From an optimization exercise on the open Yosys and OpenROAD flow, aimed at small area and a short achievable clock period; shortcuts taken in it are not production practice. Only simulation tests tie the RTL to the original design; equivalence was not proved.

==> design/flow/design.v <==
module fpu_unpack (
    input  logic        clk,
    input  logic        rst,
    input  logic [31:0] a,
    input  logic [31:0] b,
    input  logic [1:0]  sel,
    output logic [1:0]  op,        
    output logic        a_sign,
    output logic [7:0]  a_exp,
    output logic [23:0] a_mant,    
    output logic [1:0]  a_cls,
    output logic        b_sign,    
    output logic [7:0]  b_exp,
    output logic [23:0] b_mant,
    output logic [1:0]  b_cls
);
    localparam logic [1:0] OP_ADD = 2'd0;
    localparam logic [1:0] OP_SUB = 2'd1;
    localparam logic [1:0] CLS_ZERO = 2'd0;    
    localparam logic [1:0] CLS_NORM = 2'd1;
    localparam logic [1:0] CLS_INF  = 2'd2;
    localparam logic [1:0] CLS_NAN  = 2'd3;
    logic [1:0] a_cls_d;
    logic [1:0] b_cls_d;
    always_comb
    begin
        if (a[30:23] == 8'h00)
            a_cls_d = CLS_ZERO;    
        else if (a[30:23] == 8'hff)
            a_cls_d = (a[22:0] == 23'd0) ? CLS_INF : CLS_NAN;
        else
            a_cls_d = CLS_NORM;
        if (b[30:23] == 8'h00)
            b_cls_d = CLS_ZERO;
        else if (b[30:23] == 8'hff)
            b_cls_d = (b[22:0] == 23'd0) ? CLS_INF : CLS_NAN;
        else
            b_cls_d = CLS_NORM;
    end
    always_ff @(posedge clk or posedge rst)
    begin
        if (rst)
        begin
            op     <= '0;
            a_sign <= 1'b0;
            a_exp  <= '0;
            a_mant <= '0;
            a_cls  <= '0;
            b_sign <= 1'b0;
            b_exp  <= '0;
            b_mant <= '0;
            b_cls  <= '0;
        end
        else
        begin
            op     <= (sel == OP_SUB) ? OP_ADD : sel;    
            a_sign <= a[31];
            a_exp  <= a[30:23];
            a_mant <= (a_cls_d == CLS_ZERO) ? 24'd0 : {1'b1, a[22:0]};
            a_cls  <= a_cls_d;
            b_sign <= b[31] ^ (sel == OP_SUB);    
            b_exp  <= b[30:23];
            b_mant <= (b_cls_d == CLS_ZERO) ? 24'd0 : {1'b1, b[22:0]};
            b_cls  <= b_cls_d;
        end
    end
endmodule
module fpu_arith (
    input  logic               clk,
    input  logic               rst,
    input  logic [1:0]         op,
    input  logic               a_sign,
    input  logic [7:0]         a_exp,
    input  logic [23:0]        a_mant,
    input  logic [1:0]         a_cls,
    input  logic               b_sign,
    input  logic [7:0]         b_exp,
    input  logic [23:0]        b_mant,
    input  logic [1:0]         b_cls,
    output logic [1:0]         res_op,
    output logic               res_sign,
    output logic signed [9:0]  res_exp,
    output logic [47:0]        res_mant,
    output logic [1:0]         res_a_cls,    
    output logic [1:0]         res_b_cls
);
    localparam logic [1:0] OP_MUL = 2'd2;
    logic               a_big;
    logic               big_sign;
    logic [7:0]         big_exp;
    logic [7:0]         small_exp;
    logic [7:0]         exp_diff;
    logic [23:0]        big_mant;
    logic [23:0]        small_mant;
    logic [23:0]        small_algn;
    logic [24:0]        sum;
    logic [47:0]        prod;
    logic signed [9:0]  mul_exp;
    always_comb
    begin
        a_big = (a_exp > b_exp) ||
                ((a_exp == b_exp) && (a_mant >= b_mant));    
        big_sign   = a_big ? a_sign : b_sign;
        big_exp    = a_big ? a_exp  : b_exp;
        small_exp  = a_big ? b_exp  : a_exp;
        big_mant   = a_big ? a_mant : b_mant;
        small_mant = a_big ? b_mant : a_mant;
        exp_diff = big_exp - small_exp;
        if (exp_diff > 8'd24)
            small_algn = '0;    
        else
            small_algn = small_mant >> exp_diff;    
        if (a_sign == b_sign)
            sum = {1'b0, big_mant} + {1'b0, small_algn};
        else
            sum = {1'b0, big_mant} - {1'b0, small_algn};    
    end
    assign prod    = a_mant * b_mant;
    assign mul_exp = 10'(a_exp) + 10'(b_exp) - 10'sd127;
    always_ff @(posedge clk or posedge rst)
    begin
        if (rst)
        begin
            res_op    <= '0;
            res_sign  <= 1'b0;
            res_exp   <= '0;
            res_mant  <= '0;
            res_a_cls <= '0;
            res_b_cls <= '0;
        end
        else
        begin
            res_op    <= op;
            res_a_cls <= a_cls;
            res_b_cls <= b_cls;
            if (op == OP_MUL)
            begin
                res_sign <= a_sign ^ b_sign;
                res_exp  <= mul_exp;
                res_mant <= prod;
            end
            else
            begin
                res_sign <= big_sign;
                res_exp  <= 10'(big_exp);
                res_mant <= {sum, 23'd0};    
            end
        end
    end
endmodule
module fpu_normalize (
    input  logic               clk,
    input  logic               rst,
    input  logic [1:0]         in_op,
    input  logic               in_sign,
    input  logic signed [9:0]  in_exp,
    input  logic [47:0]        in_mant,
    input  logic [1:0]         in_a_cls,
    input  logic [1:0]         in_b_cls,
    output logic [1:0]         out_op,
    output logic               out_sign,
    output logic signed [9:0]  out_exp,
    output logic [47:0]        out_mant,
    output logic [1:0]         out_a_cls,
    output logic [1:0]         out_b_cls
);
    logic [5:0]  lz;
    logic [47:0] mant_sh;
    logic [63:0] x0, x1, x2, x3, x4, x5;
    always_comb
    begin
        x0 = {in_mant, 16'hffff};
        lz[5] = (x0[63:32] == 32'd0);
        x1 = lz[5] ? (x0 << 32) : x0;
        lz[4] = (x1[63:48] == 16'd0);
        x2 = lz[4] ? (x1 << 16) : x1;
        lz[3] = (x2[63:56] == 8'd0);
        x3 = lz[3] ? (x2 << 8) : x2;
        lz[2] = (x3[63:60] == 4'd0);
        x4 = lz[2] ? (x3 << 4) : x3;
        lz[1] = (x4[63:62] == 2'd0);
        x5 = lz[1] ? (x4 << 2) : x4;
        lz[0] = ~x5[63];
    end
    assign mant_sh = in_mant << lz;    
    always_ff @(posedge clk or posedge rst)
    begin
        if (rst)
        begin
            out_op    <= '0;
            out_sign  <= 1'b0;
            out_exp   <= '0;
            out_mant  <= '0;
            out_a_cls <= '0;
            out_b_cls <= '0;
        end
        else
        begin
            out_op    <= in_op;
            out_sign  <= in_sign;
            out_a_cls <= in_a_cls;
            out_b_cls <= in_b_cls;
            if (in_mant == 48'd0)
            begin
                out_exp  <= in_exp;    
                out_mant <= '0;
            end
            else
            begin
                out_exp  <= in_exp + 10'sd1 - $signed({4'd0, lz});
                out_mant <= mant_sh;
            end
        end
    end
endmodule
module fpu_pack (
    input  logic               clk,
    input  logic               rst,
    input  logic [1:0]         in_op,
    input  logic               in_sign,
    input  logic signed [9:0]  in_exp,
    input  logic [47:0]        in_mant,
    input  logic [1:0]         in_a_cls,
    input  logic [1:0]         in_b_cls,
    output logic [31:0]        y,
    output logic               err,
    output logic               overflow
);
    localparam logic [1:0] OP_MUL = 2'd2;
    localparam logic [1:0] OP_DIV = 2'd3;    
    localparam logic [1:0] CLS_ZERO = 2'd0;
    localparam logic [1:0] CLS_INF  = 2'd2;
    localparam logic [1:0] CLS_NAN  = 2'd3;
    localparam logic [31:0] QNAN_WORD = 32'h7fc0_0000;
    logic        a_zero, b_zero, a_inf, b_inf, any_nan;
    logic        is_mul;
    logic        nan_res;
    logic [31:0] y_d;
    logic        err_d;
    logic        ovf_d;
    assign a_zero  = (in_a_cls == CLS_ZERO);
    assign b_zero  = (in_b_cls == CLS_ZERO);
    assign a_inf   = (in_a_cls == CLS_INF);
    assign b_inf   = (in_b_cls == CLS_INF);
    assign any_nan = (in_a_cls == CLS_NAN) || (in_b_cls == CLS_NAN);
    assign is_mul  = (in_op == OP_MUL);
    assign nan_res = (in_op == OP_DIV) || any_nan ||
                     (!is_mul && a_inf && b_inf) ||
                     (is_mul && ((a_inf && b_zero) || (a_zero && b_inf)));
    always_comb
    begin
        y_d     = '0;
        err_d   = 1'b0;
        ovf_d   = 1'b0;
        y_d[31] = in_sign;
        if (nan_res)
        begin
            y_d   = QNAN_WORD;
            err_d = 1'b1;
        end
        else if (a_inf || b_inf)
        begin
            y_d[30:23] = 8'hff;    
            ovf_d      = 1'b1;
        end
        else if (in_mant == 48'd0)
        begin
            y_d[31] = is_mul ? in_sign : (a_zero && b_zero && in_sign);
        end
        else if (in_exp >= 10'sd255)
        begin
            y_d[30:23] = 8'hff;
            ovf_d      = 1'b1;
        end
        else if (in_exp <= 10'sd0)
        begin
            ovf_d = 1'b1;    
        end
        else
        begin
            y_d[30:23] = in_exp[7:0];
            y_d[22:0]  = in_mant[46:24];    
        end
    end
    always_ff @(posedge clk or posedge rst)
    begin
        if (rst)
        begin
            y        <= '0;
            err      <= 1'b0;
            overflow <= 1'b0;
        end
        else
        begin
            y        <= y_d;
            err      <= err_d;
            overflow <= ovf_d;
        end
    end
endmodule
module fpu_top (
    input  logic        clk,
    input  logic        rst,
    input  logic [31:0] a,
    input  logic [31:0] b,
    input  logic [1:0]  sel,
    output logic [31:0] y,
    output logic        err,
    output logic        overflow
);
    logic [1:0]        o_op;
    logic              o_a_sign, o_b_sign;
    logic [7:0]        o_a_exp, o_b_exp;
    logic [23:0]       o_a_mant, o_b_mant;
    logic [1:0]        o_a_cls, o_b_cls;
    logic [1:0]        r_op;
    logic              r_sign;
    logic signed [9:0] r_exp;
    logic [47:0]       r_mant;
    logic [1:0]        r_a_cls, r_b_cls;
    logic [1:0]        n_op;
    logic              n_sign;
    logic signed [9:0] n_exp;
    logic [47:0]       n_mant;
    logic [1:0]        n_a_cls, n_b_cls;
    fpu_unpack u_unpack (
        .clk    (clk),
        .rst    (rst),
        .a      (a),
        .b      (b),
        .sel    (sel),
        .op     (o_op),
        .a_sign (o_a_sign),
        .a_exp  (o_a_exp),
        .a_mant (o_a_mant),
        .a_cls  (o_a_cls),
        .b_sign (o_b_sign),
        .b_exp  (o_b_exp),
        .b_mant (o_b_mant),
        .b_cls  (o_b_cls)
    );
    fpu_arith u_arith (
        .clk       (clk),
        .rst       (rst),
        .op        (o_op),
        .a_sign    (o_a_sign),
        .a_exp     (o_a_exp),
        .a_mant    (o_a_mant),
        .a_cls     (o_a_cls),
        .b_sign    (o_b_sign),
        .b_exp     (o_b_exp),
        .b_mant    (o_b_mant),
        .b_cls     (o_b_cls),
        .res_op    (r_op),
        .res_sign  (r_sign),
        .res_exp   (r_exp),
        .res_mant  (r_mant),
        .res_a_cls (r_a_cls),
        .res_b_cls (r_b_cls)
    );
    fpu_normalize u_normalize (
        .clk       (clk),
        .rst       (rst),
        .in_op     (r_op),
        .in_sign   (r_sign),
        .in_exp    (r_exp),
        .in_mant   (r_mant),
        .in_a_cls  (r_a_cls),
        .in_b_cls  (r_b_cls),
        .out_op    (n_op),
        .out_sign  (n_sign),
        .out_exp   (n_exp),
        .out_mant  (n_mant),
        .out_a_cls (n_a_cls),
        .out_b_cls (n_b_cls)
    );
    fpu_pack u_pack (
        .clk      (clk),
        .rst      (rst),
        .in_op    (n_op),
        .in_sign  (n_sign),
        .in_exp   (n_exp),
        .in_mant  (n_mant),
        .in_a_cls (n_a_cls),
        .in_b_cls (n_b_cls),
        .y        (y),
        .err      (err),
        .overflow (overflow)
    );
endmodule
==> design/flow/run.sh <==
#!/bin/bash
# synth_recipe.tcl (not shown) runs the flow's synth.tcl, then flattens the netlist and writes it again
# the make line also repeats each setting of config.mk as NAME=value (left out here)
make -C /OpenROAD-flow-scripts/flow DESIGN_CONFIG=/design/flow/config.mk WORK_HOME=/design/flow/orfs CLKGATE_MAP_FILE= SYNTH_SCRIPT=/design/flow/synth_recipe.tcl finish
==> design/flow/config.mk <==
export PLATFORM = sky130hd
export DESIGN_NAME = fpu_top
export DESIGN_NICKNAME = fpu_top
export VERILOG_FILES = /design/flow/design.v
export SDC_FILE = /design/flow/constraint.sdc
export NUM_CORES = 4
export LEC_CHECK = 0
export CAP_MARGIN = 20
export CORE_MARGIN = 2
export CORE_UTILIZATION = 45
export SLEW_MARGIN = 20
==> design/flow/constraint.sdc <==
create_clock -name core_clock -period 8.0 [get_ports {clk}]
set_input_delay 1.6000 -clock core_clock [delete_from_list [all_inputs] [get_ports {clk}]]
set_output_delay 1.6000 -clock core_clock [all_outputs]
set_load 0.01 [all_outputs]
==> results.json <==
{
  "via_per_inst": 5.590,
  "synthArstFlopShare_pct": 100.0,
  "syn_to_final_growth_pct": 15.71,
  "antenna_found_initial": 3,
  "drt_first_iter_violations": 2402,
  "crit_slowest_cell": "fa_1",
  "clk_pin_slew_ns": 0.06,
  "nets": 5216,
  "dieHeight_um": 286.2,
  "netlist_instances": 4156,
  "startpoint_type": "register",
  "htreeDepth": 1,
  "endpoint_kind": "register",
  "holdCritPathClass": "register to register",
  "whs_path_depth": 0,
  "period_needed_ns": 7.755,
  "hold_viol": 0,
  "timing.reg2reg.setup_slack_ns": 0.24,
  "start_util_pct": 45.42,
  "setup_viol": 0,
  "dieWidth_um": 286.2,
  "ios": 102,
  "synth.avg_cell_area_um2": 8.621,
  "slew_headroom_pct": 32.02,
  "root_buffer": "clkbuf_16",
  "synth-edff-count": 0,
  "wl_per_cell_um": 21.38,
  "die_area_um2": 81890,
  "ys_ff_latch": 236,
  "slowest_delay_ns": 0.54,
  "fin_util_pct": 52.56,
  "wl_um": 116600,
  "period_share_pct": 96.94,
  "grt_max_degree": 135,
  "timing.rr.start": "u_unpack.a_mant[8]",
  "insertion_delay_ns": 0.59,
  "layout_common_cells": "inv_1, nand2_1, fa_1, buf_4, ha_1",
  "syn_nets": 4988,
  "criticalPathCategory": "register to register",
  "gr-total-overflow": 0,
  "vias": 30490,
  "hpwl_um": 89360,
  "track_usage_pct": 28.67,
  "drc_errors": 0,
  "ff2ff_path_depth": 32,
  "synth_top_flop_cell": "dfrtp_1",
  "hold_slack_ns": 0.3475,
  "globalplace.congestion": 0.9638,
  "ys_types": 87,
  "ctsLongestPathBuffers": 3,
  "ys_seq_area_share_pct": 16.48,
  "clock_sinks": 236,
  "cts_tree": "yes",
  "io_buffers": 101,
  "core.rowCount": 103,
  "r2r_end": "u_arith.res_mant[46]",
  "max_freq_mhz": 128.9,
  "ctsHoldBuffers": 0,
  "worstPathMaxFanout": 29,
  "cp_common_cell": "fa_1",
  "first_global_vias": 30970,
  "hp-start": "u_arith.res_sign",
  "maxCapViolCount": 0,
  "clock_skew_ns": 0.02008,
  "final_common_cell": "inv_1",
  "max_slew.worst_pin.slew_ns": 1.017,
  "design.core.area_um2": 78870,
  "grt_pass1_wl_um": 181300,
  "ys_warn_count": 4,
  "drive_gt1_share_pct": 12.17,
  "status": "finished clean",
  "ant_nets": 0,
  "drtPass1Iterations": 6,
  "cts_buffers": 27,
  "tns_ns": 0,
  "slew_viol_final": 0,
  "netlist_area_um2": 35830,
  "crit_arrival_ns": 8.18,
  "holdPathEnd": "u_normalize.out_sign",
  "worst_ep_required_time_ns": 8.42
}
cell usage after synthesis, drive strengths merged, types with 20 or more instances:
master,n,area [µm²]
inv,598,2245
nand2,579,2173
fa,485,9709
ha,279,3491
and2,266,1664
nor2,255,957.2
dfrtp,236,5906
clkbuf,202,758.2
a21oi,169,845.8
o21ai,165,825.8
mux2i,136,1378
xnor2,71,621.9
nor3,49,271.5
nor4,49,306.5
buf,47,264.0
nand3,47,245.2
o22ai,35,219.0
a211oi,30,237.7
o221ai,30,262.8
a21o,29,217.7
a31oi,26,162.7
nor2b,26,162.7
xor2,26,227.7
nand2b,24,150.1
o211ai,24,185.2
or2,23,143.9
o21a,22,165.2
and3,20,126.4
sequential cells by signal, indices dropped and copies added, names as in the netlist, 2 cells and up:
signal and cells:
u_unpack.op 2, u_unpack.b_mant 24, u_unpack.b_exp 8, u_arith.res_a_cls 2, u_unpack.b_cls 2, u_normalize.out_a_cls 2, u_normalize.out_mant 48, u_arith.res_b_cls 2
u_arith.res_exp 10, u_normalize.out_exp 10, u_normalize.out_b_cls 2, u_normalize.out_op 2, u_unpack.a_mant 24, u_unpack.a_cls 2, u_arith.res_op 2, u_arith.res_mant 48
u_pack.y 32, u_unpack.a_exp 8
critical path, delay by kind of cell, from the launching register on:
family / cells / cell delay, ns
adders and majority gates: 9 / 3.84
AOI/OAI and AO/OA: 10 / 1.79
DFF: 1 / 0.38
muxes: 1 / 0.07
xor gates and xnor gates: 1 / 0.16
and+or+nand+nor: 2 / 0.14
buffers and inverters: 9 / 1.17
worst max path at each step:
stage	startpoint	endpoint	slack, ns	depth (start not counted)
final	u_unpack.a_mant[8]	u_arith.res_mant[46]	0.24	32
after global routing	u_unpack.b_mant[19]	u_arith.res_mant[44]	-0.03	39
after CTS	u_unpack.a_mant[19]	u_arith.res_mant[47]	0.01	36
after detailed placement	u_unpack.b_mant[9]	u_arith.res_mant[47]	-0.25	37
after global placement	u_unpack.a_mant[9]	u_arith.res_mant[47]	-0.15	36
after floorplan	u_unpack.b_mant[19]	u_arith.res_mant[47]	-0.06	37
routing by layer:
layer  track usage (%)  vias up  routed length, µm
li1                  -    13950                  -
met1             39.02    15180              50130
met2             47.51     1132              54100
met3             3.649      229               7864
met4             9.346        2               4524
met5                 0        -                 11
repair_timing:
item                                    in CTS  in global routing
buffers inserted                             3                 11
hold endpoints to repair                     0                  0
endpoints found under the setup margin       6                 12
pin swaps                                    3                 34
resized for setup                           23                159
gates cloned                                 0                  4
through the flow:
step	setup WS, ns	instances	instance area, µm²
final	0.2447	5455	41460
after global routing	-0.03220	5454	41450
after CTS	0.01312	5440	40660
after detailed placement	-0.2471	5388	39690
after global placement	-0.1509	5388	39690
after floorplan	-0.06255	4156	35870
cell type report:
cell class,count,area [µm²]
fill,7527,37410
clock inverter,16,142.6
antenna,1,2.502
multi-input combinational,3072,27060
timing repair buffer,448,4040
tap,1050,1314
clock buffer,33,728.2
sequential,236,5911
inverter,599,2255
logic make-up (layout without fill, tap and decap cells):
kind of cell | count (synthesis) | in the layout | synth area share [%]
AO/OA/AOI/OAI | 661 | 661 | 11.98
XOR/XNOR | 97 | 97 | 2.371
adder cells (fa/ha/maj) | 764 | 764 | 36.84
buffers and inverters | 848 | 1096 | 9.129
flip-flops | 236 | 236 | 16.48
multiplexers | 162 | 162 | 4.914
other | 0 | 1 | 0
AND/OR/NAND/NOR | 1388 | 1388 | 18.28

-- separate check: timing with driven ports --
Ports are ideal in the flow. The routed layout listed here was re-timed in OpenROAD. Step 1 assumes that a clkbuf_16 drives the clock port and a buf_2 every other input. Step 2 adds t to the input delays and takes it off the output delays; t is the mean of the earliest and latest rising clock arrival at the registers after step 1. Input paths then give back, and output paths get back, about the clock's delay inside the block. Slacks: ideal / step 1 / step 2; pairs: ideal / step 1.
shift t [ns]: 0.635
slack for setup (ns): 0.245 / 0.245 / 0.245
slew at the worst register clock pin (ns): 0.07 / 0.07
pins driven straight from the clock port: 1
After both steps setup and hold are still met in this run. For this run, drivers alone change the setup slack by 0.000 ns; drivers and shift together by 0.000 ns.
